What follows belongs to an exercise in optimizing a design on an open flow for small area; a production flow would make more cautious choices. Function was checked by simulation only, so behaviour that the tests miss may differ from the original. Power is estimated from default activity; no workload was simulated.

## ex_stage
module ex_stage
#(
    parameter int XLEN = ex_stage_pkg::XLEN_DEF
) (
    input  logic            clk,
    input  logic            reset,
    input  logic [XLEN-1:0] pc_ex,
    input  logic [XLEN-1:0] rdata1_ex,
    input  logic [XLEN-1:0] rdata2_ex,
    input  logic [XLEN-1:0] imm_ex,
    input  logic [4:0]      rs1_ex,
    input  logic [4:0]      rs2_ex,
    input  logic [4:0]      rd_ex,
    input  logic [3:0]      funct_ex,
    input  logic [1:0]      aluop_ex,
    input  logic            alusrc_ex,
    input  logic            mul_ex,
    input  logic            branch_ex,
    input  logic            memread_ex,
    input  logic            memtoreg_ex,
    input  logic            memwrite_ex,
    input  logic            regwrite_ex,
    input  logic [4:0]      memwb_rd,
    input  logic            memwb_regwrite,
    input  logic [XLEN-1:0] memwb_wdata,
    input  logic            ex_flush,
    output logic [XLEN-1:0] mem_branch_tgt,
    output logic [XLEN-1:0] mem_alu_result,
    output logic [XLEN-1:0] mem_store_data,
    output logic            mem_zero,
    output logic [4:0]      mem_rd,
    output logic            mem_branch,
    output logic            mem_memread,
    output logic            mem_memtoreg,
    output logic            mem_memwrite,
    output logic            mem_regwrite,
    output logic            ex_stall
);
Settings: LEC_CHECK=0, CAP_MARGIN=5, CORE_MARGIN=2, CORE_UTILIZATION=50, CTS_BUF_LIST=sky130_fd_sc_hd__clkbuf_8, GPL_TIMING_DRIVEN=0, SETUP_SLACK_MARGIN=0.2, SLEW_MARGIN=5; clock period 9.0 ns.
standard.sh (not shown) runs the stock make flow with config.mk's settings and CLKGATE_MAP_FILE= SYNTH_SCRIPT=/design/flow/synth_recipe.tcl, a recipe that flattens the netlist after the stock synthesis.
==> flow/flow/run.sh <==
#!/bin/bash
# The standard layout (standard.sh) with these changes:
#  - synthesis maps the logic with an area-oriented ABC script (flow/area.abc); the shifter
#    (ex_stage_shl) and forwarding (ex_stage_fwd) modules are kept apart until after mapping
#    and mapped with flow/shifter.abc (ABC's amap), then flattened like the rest;
#  - every port still gets a buffer, made from the smallest buffer cell (buf_1);
#  - clock tree synthesis uses clkbuf_8 with clusters of up to 12 sinks and adds no dummy loads.
set -euo pipefail
HERE=$(pwd)
cat flow/abc_override.tcl synth_recipe.tcl > my_synth.tcl
sed "s#SYNTH_SCRIPT=[^ ]*#SYNTH_SCRIPT=$HERE/my_synth.tcl#" standard.sh > my_standard.sh
export MY_ABC_SCRIPT=$HERE/flow/area.abc
export MY_ABC_SHL_SCRIPT=$HERE/flow/shifter.abc
export MY_AMAP_MODULES="ex_stage_shl ex_stage_fwd"
export SYNTH_KEEP_MODULES="ex_stage_shl ex_stage_fwd"
export BUFFER_PORTS_ARGS="-buffer_cell sky130_fd_sc_hd__buf_1"
export CTS_ARGS="-sink_clustering_enable -repair_clock_nets -buf_list sky130_fd_sc_hd__clkbuf_8 -dont_use_dummy_load -sink_clustering_size 12 -sink_clustering_max_diameter 60"
bash my_standard.sh > flow.log 2>&1
==> flow/flow/abc_override.tcl <==
# Map with flow/area.abc instead of ORFS's ABC script; the modules named in MY_AMAP_MODULES
# (kept apart until after mapping) are mapped on their own with flow/shifter.abc (ABC's amap).
# Everything else is the standard flow's synthesis.
proc abc {args} {
  set i [lsearch $args -script]
  set main_args [lreplace $args [expr {$i+1}] [expr {$i+1}] $::env(MY_ABC_SCRIPT)]
  set amap_args [lreplace $args [expr {$i+1}] [expr {$i+1}] $::env(MY_ABC_SHL_SCRIPT)]
  set sel {}
  foreach m $::env(MY_AMAP_MODULES) { lappend sel "*$m*" }
  yosys abc {*}$amap_args {*}$sel
  yosys abc {*}$main_args {*}$sel %n
}
==> flow/flow/area.abc <==
&get -n
&st
&dch
&nf -R 1000
&put
topo
stime -c
==> flow/flow/shifter.abc <==
strash
dch
amap
topo
stime -c
Next try:
==> flow/flow/area.abc (replaced) <==
&get -n
&st
&dch
&nf -R 30
&put
topo
stime -c
What happened:
- wire length shrinks by 3.2%
- clock power fell by about 2%
- global-route usage came out lower by 0.86 points
- design area shrinks by 0.58%
- clock-buffer cell count shrinks by 2
- non-clock buffer count falls by 6
- fmax went up by 0.33%
- clock skew shrinks by 0.022 ns
Next try:
--- a/flow/flow/run.sh
+++ b/flow/flow/run.sh
@@ -4,4 +4,5 @@
 #    (ex_stage_shl) and forwarding (ex_stage_fwd) modules are kept apart until after mapping
 #    and mapped with flow/shifter.abc (ABC's amap), then flattened like the rest;
+#  - the resize step's repair_design also uses gain-based buffering (flow/resize_hook.tcl);
 #  - every port still gets a buffer, made from the smallest buffer cell (buf_1);
 #  - clock tree synthesis uses clkbuf_8 with clusters of up to 12 sinks and adds no dummy loads.
@@ -16,3 +17,5 @@
 export BUFFER_PORTS_ARGS="-buffer_cell sky130_fd_sc_hd__buf_1"
 export CTS_ARGS="-sink_clustering_enable -repair_clock_nets -buf_list sky130_fd_sc_hd__clkbuf_8 -dont_use_dummy_load -sink_clustering_size 12 -sink_clustering_max_diameter 60"
+export PRE_RESIZE_TCL=$HERE/flow/resize_hook.tcl
+export MY_BUFFER_GAIN=4
 bash my_standard.sh > flow.log 2>&1
==> flow/flow/resize_hook.tcl (new file) <==
# Sourced before ORFS's resize step: its repair_design also uses gain-based buffering.
proc repair_design_helper { } {
  puts "Perform buffer insertion and gate resizing..."
  set additional_args "-verbose"
  append_env_var additional_args CAP_MARGIN -cap_margin 1
  append_env_var additional_args SLEW_MARGIN -slew_margin 1
  append_env_var additional_args MATCH_CELL_FOOTPRINT -match_cell_footprint 0
  lappend additional_args -buffer_gain $::env(MY_BUFFER_GAIN)
  log_cmd repair_design {*}$additional_args
}
This time the run stopped in placement repair (3_4_place_resized).
Area after synthesis does not change.
Synthesized cell count does not change.

---

ex_stage, a different RTL version from the one above (not shown whole).
For scale: roughly 2,200 cells after synthesis, ~210 flip-flops, about 560 I/O pins, roughly 19,000 um2 of cells after synthesis.
// ex_stage
module ex_stage
#(
    parameter int XLEN = ex_stage_pkg::XLEN_DEF
) (
    input  logic            clk,
    input  logic            reset,
    input  logic [XLEN-1:0] pc_ex,
    input  logic [XLEN-1:0] rdata1_ex,
    input  logic [XLEN-1:0] rdata2_ex,
    input  logic [XLEN-1:0] imm_ex,
    input  logic [4:0]      rs1_ex,
    input  logic [4:0]      rs2_ex,
    input  logic [4:0]      rd_ex,
    input  logic [3:0]      funct_ex,
    input  logic [1:0]      aluop_ex,
    input  logic            alusrc_ex,
    input  logic            mul_ex,
    input  logic            branch_ex,
    input  logic            memread_ex,
    input  logic            memtoreg_ex,
    input  logic            memwrite_ex,
    input  logic            regwrite_ex,
    input  logic [4:0]      memwb_rd,
    input  logic            memwb_regwrite,
    input  logic [XLEN-1:0] memwb_wdata,
    input  logic            ex_flush,
    output logic [XLEN-1:0] mem_branch_tgt,
    output logic [XLEN-1:0] mem_alu_result,
    output logic [XLEN-1:0] mem_store_data,
    output logic            mem_zero,
    output logic [4:0]      mem_rd,
    output logic            mem_branch,
    output logic            mem_memread,
    output logic            mem_memtoreg,
    output logic            mem_memwrite,
    output logic            mem_regwrite,
    output logic            ex_stall
);
==> flow/config.mk <==
export PLATFORM = sky130hd
export DESIGN_NAME = ex_stage
export DESIGN_NICKNAME = ex_stage
export VERILOG_FILES = /design/flow/design.v
export SDC_FILE = /design/flow/constraint.sdc
export NUM_CORES = 4
export LEC_CHECK = 0
export CAP_MARGIN = 5
export CORE_MARGIN = 2
export CORE_UTILIZATION = 50
export CTS_BUF_LIST = sky130_fd_sc_hd__clkbuf_8
export GPL_TIMING_DRIVEN = 0
export SETUP_SLACK_MARGIN = 0.2
export SLEW_MARGIN = 5
==> flow/constraint.sdc <==
create_clock -name core_clock -period 9.0 [get_ports {clk}]
set_input_delay 1.8000 -clock core_clock [delete_from_list [all_inputs] [get_ports {clk}]]
set_output_delay 1.8000 -clock core_clock [all_outputs]
set_load 0.01 [all_outputs]
==> flow/flow/run.sh <==
#!/bin/bash
# The standard layout (standard.sh) with these changes:
#  - synthesis maps the logic with an area-oriented ABC script (flow/area.abc); the shifter
#    (ex_stage_shl) and forwarding (ex_stage_fwd) modules are kept apart until after mapping
#    and mapped with flow/shifter.abc (ABC's amap), then flattened like the rest;
#  - every port still gets a buffer, made from the smallest buffer cell (buf_1);
#  - clock tree synthesis uses clkbuf_8 with clusters of up to 14 sinks and adds no dummy loads.
set -euo pipefail
HERE=$(pwd)
cat flow/abc_override.tcl synth_recipe.tcl > my_synth.tcl
sed "s#SYNTH_SCRIPT=[^ ]*#SYNTH_SCRIPT=$HERE/my_synth.tcl#" standard.sh > my_standard.sh
export MY_ABC_SCRIPT=$HERE/flow/area.abc
export MY_ABC_SHL_SCRIPT=$HERE/flow/shifter.abc
export MY_AMAP_MODULES="ex_stage_shl ex_stage_fwd"
export SYNTH_KEEP_MODULES="ex_stage_shl ex_stage_fwd"
export BUFFER_PORTS_ARGS="-buffer_cell sky130_fd_sc_hd__buf_1"
export CTS_ARGS="-sink_clustering_enable -repair_clock_nets -buf_list sky130_fd_sc_hd__clkbuf_8 -dont_use_dummy_load -sink_clustering_size 14 -sink_clustering_max_diameter 70"
bash my_standard.sh > flow.log 2>&1
==> flow/flow/area.abc <==
&get -n
&st
&dch
&nf -R 30
&put
buffer -c -N 32
topo
stime -c
Scripts as last shown in full above: flow/flow/abc_override.tcl, flow/flow/shifter.abc
The baseline produced a clean layout.
==> next run, changes <==
==> flow/flow/area.abc (replaced) <==
&get -n
&st
&dch
&nf -R 30
&put
buffer -c
topo
stime -c
upsize -c
dnsize -c
==> flow/flow/shifter.abc (replaced) <==
strash
dch
amap
buffer -c
topo
stime -c
upsize -c
dnsize -c
Outcome: Maximum frequency barely changes; critical path depth is higher by 1; setup slack gets better by 7.3 ps; worst hold slack gets better by 11 ps; count of clock-buffer cells in the layout does not change; synthesized area is higher by 2.7%; via count is higher by about 14%.
==> next run, changes <==
==> flow/flow/shifter.abc (replaced) <==
strash
dch
amap
topo
stime -c
Effect:
- final cell count went down by a few percent
- worst setup slack gets better by 93 ps
- flip-flop and latch count is unchanged
- area after synthesis goes down by a few percent
- clock power is lower by a few percent
- worst hold slack improves by 11 ps
- count of clock-buffer cells in the layout came out lower by 2
- routed wire length is lower by about a fifth
- total power goes down by a few percent
- final area decreases slightly
- die area decreases by a few percent

[port drivers added, routing unchanged]
Ports are ideal in the flow. The routed layouts listed here were re-timed in OpenROAD. Step 1 sets driving cells, clkbuf_16 on the clock port and buf_2 on the other inputs (assumed; they add their load-dependent delay and slew). Step 2 times the ports against the registers' clock, not the clock port: input delays grow and output delays shrink by t, the midpoint of the rising clock arrivals with the driver on. Three values: ideal ports, drivers, drivers and shift; two values: the first two.
run	t (ns)	setup slack, ns	worst hold slack (ns)	worst register clock-pin slew, ns
the first run of note 1	0.649	0.454 / 0.482 / -0.167	0.524 / 0.524 / 0.524	0.09 / 0.09
the second run of note 1	0.657	0.482 / 0.507 / -0.151	0.522 / 0.522 / 0.522	0.09 / 0.09
the first run of note 2	0.639	0.335 / 0.372 / -0.267	0.505 / 0.505 / 0.505	0.10 / 0.10
the second run of note 2	0.627	0.342 / 0.372 / -0.255	0.516 / 0.516 / 0.516	0.11 / 0.11
the third run of note 2	0.623	0.435 / 0.450 / -0.173	0.527 / 0.527 / 0.527	0.11 / 0.11
With both steps, setup timing fails in every run listed, where it was met with ideal ports. For the second run of note 1, which loses most, drivers alone change the setup slack by +0.025 ns; drivers and shift together by -0.633 ns.
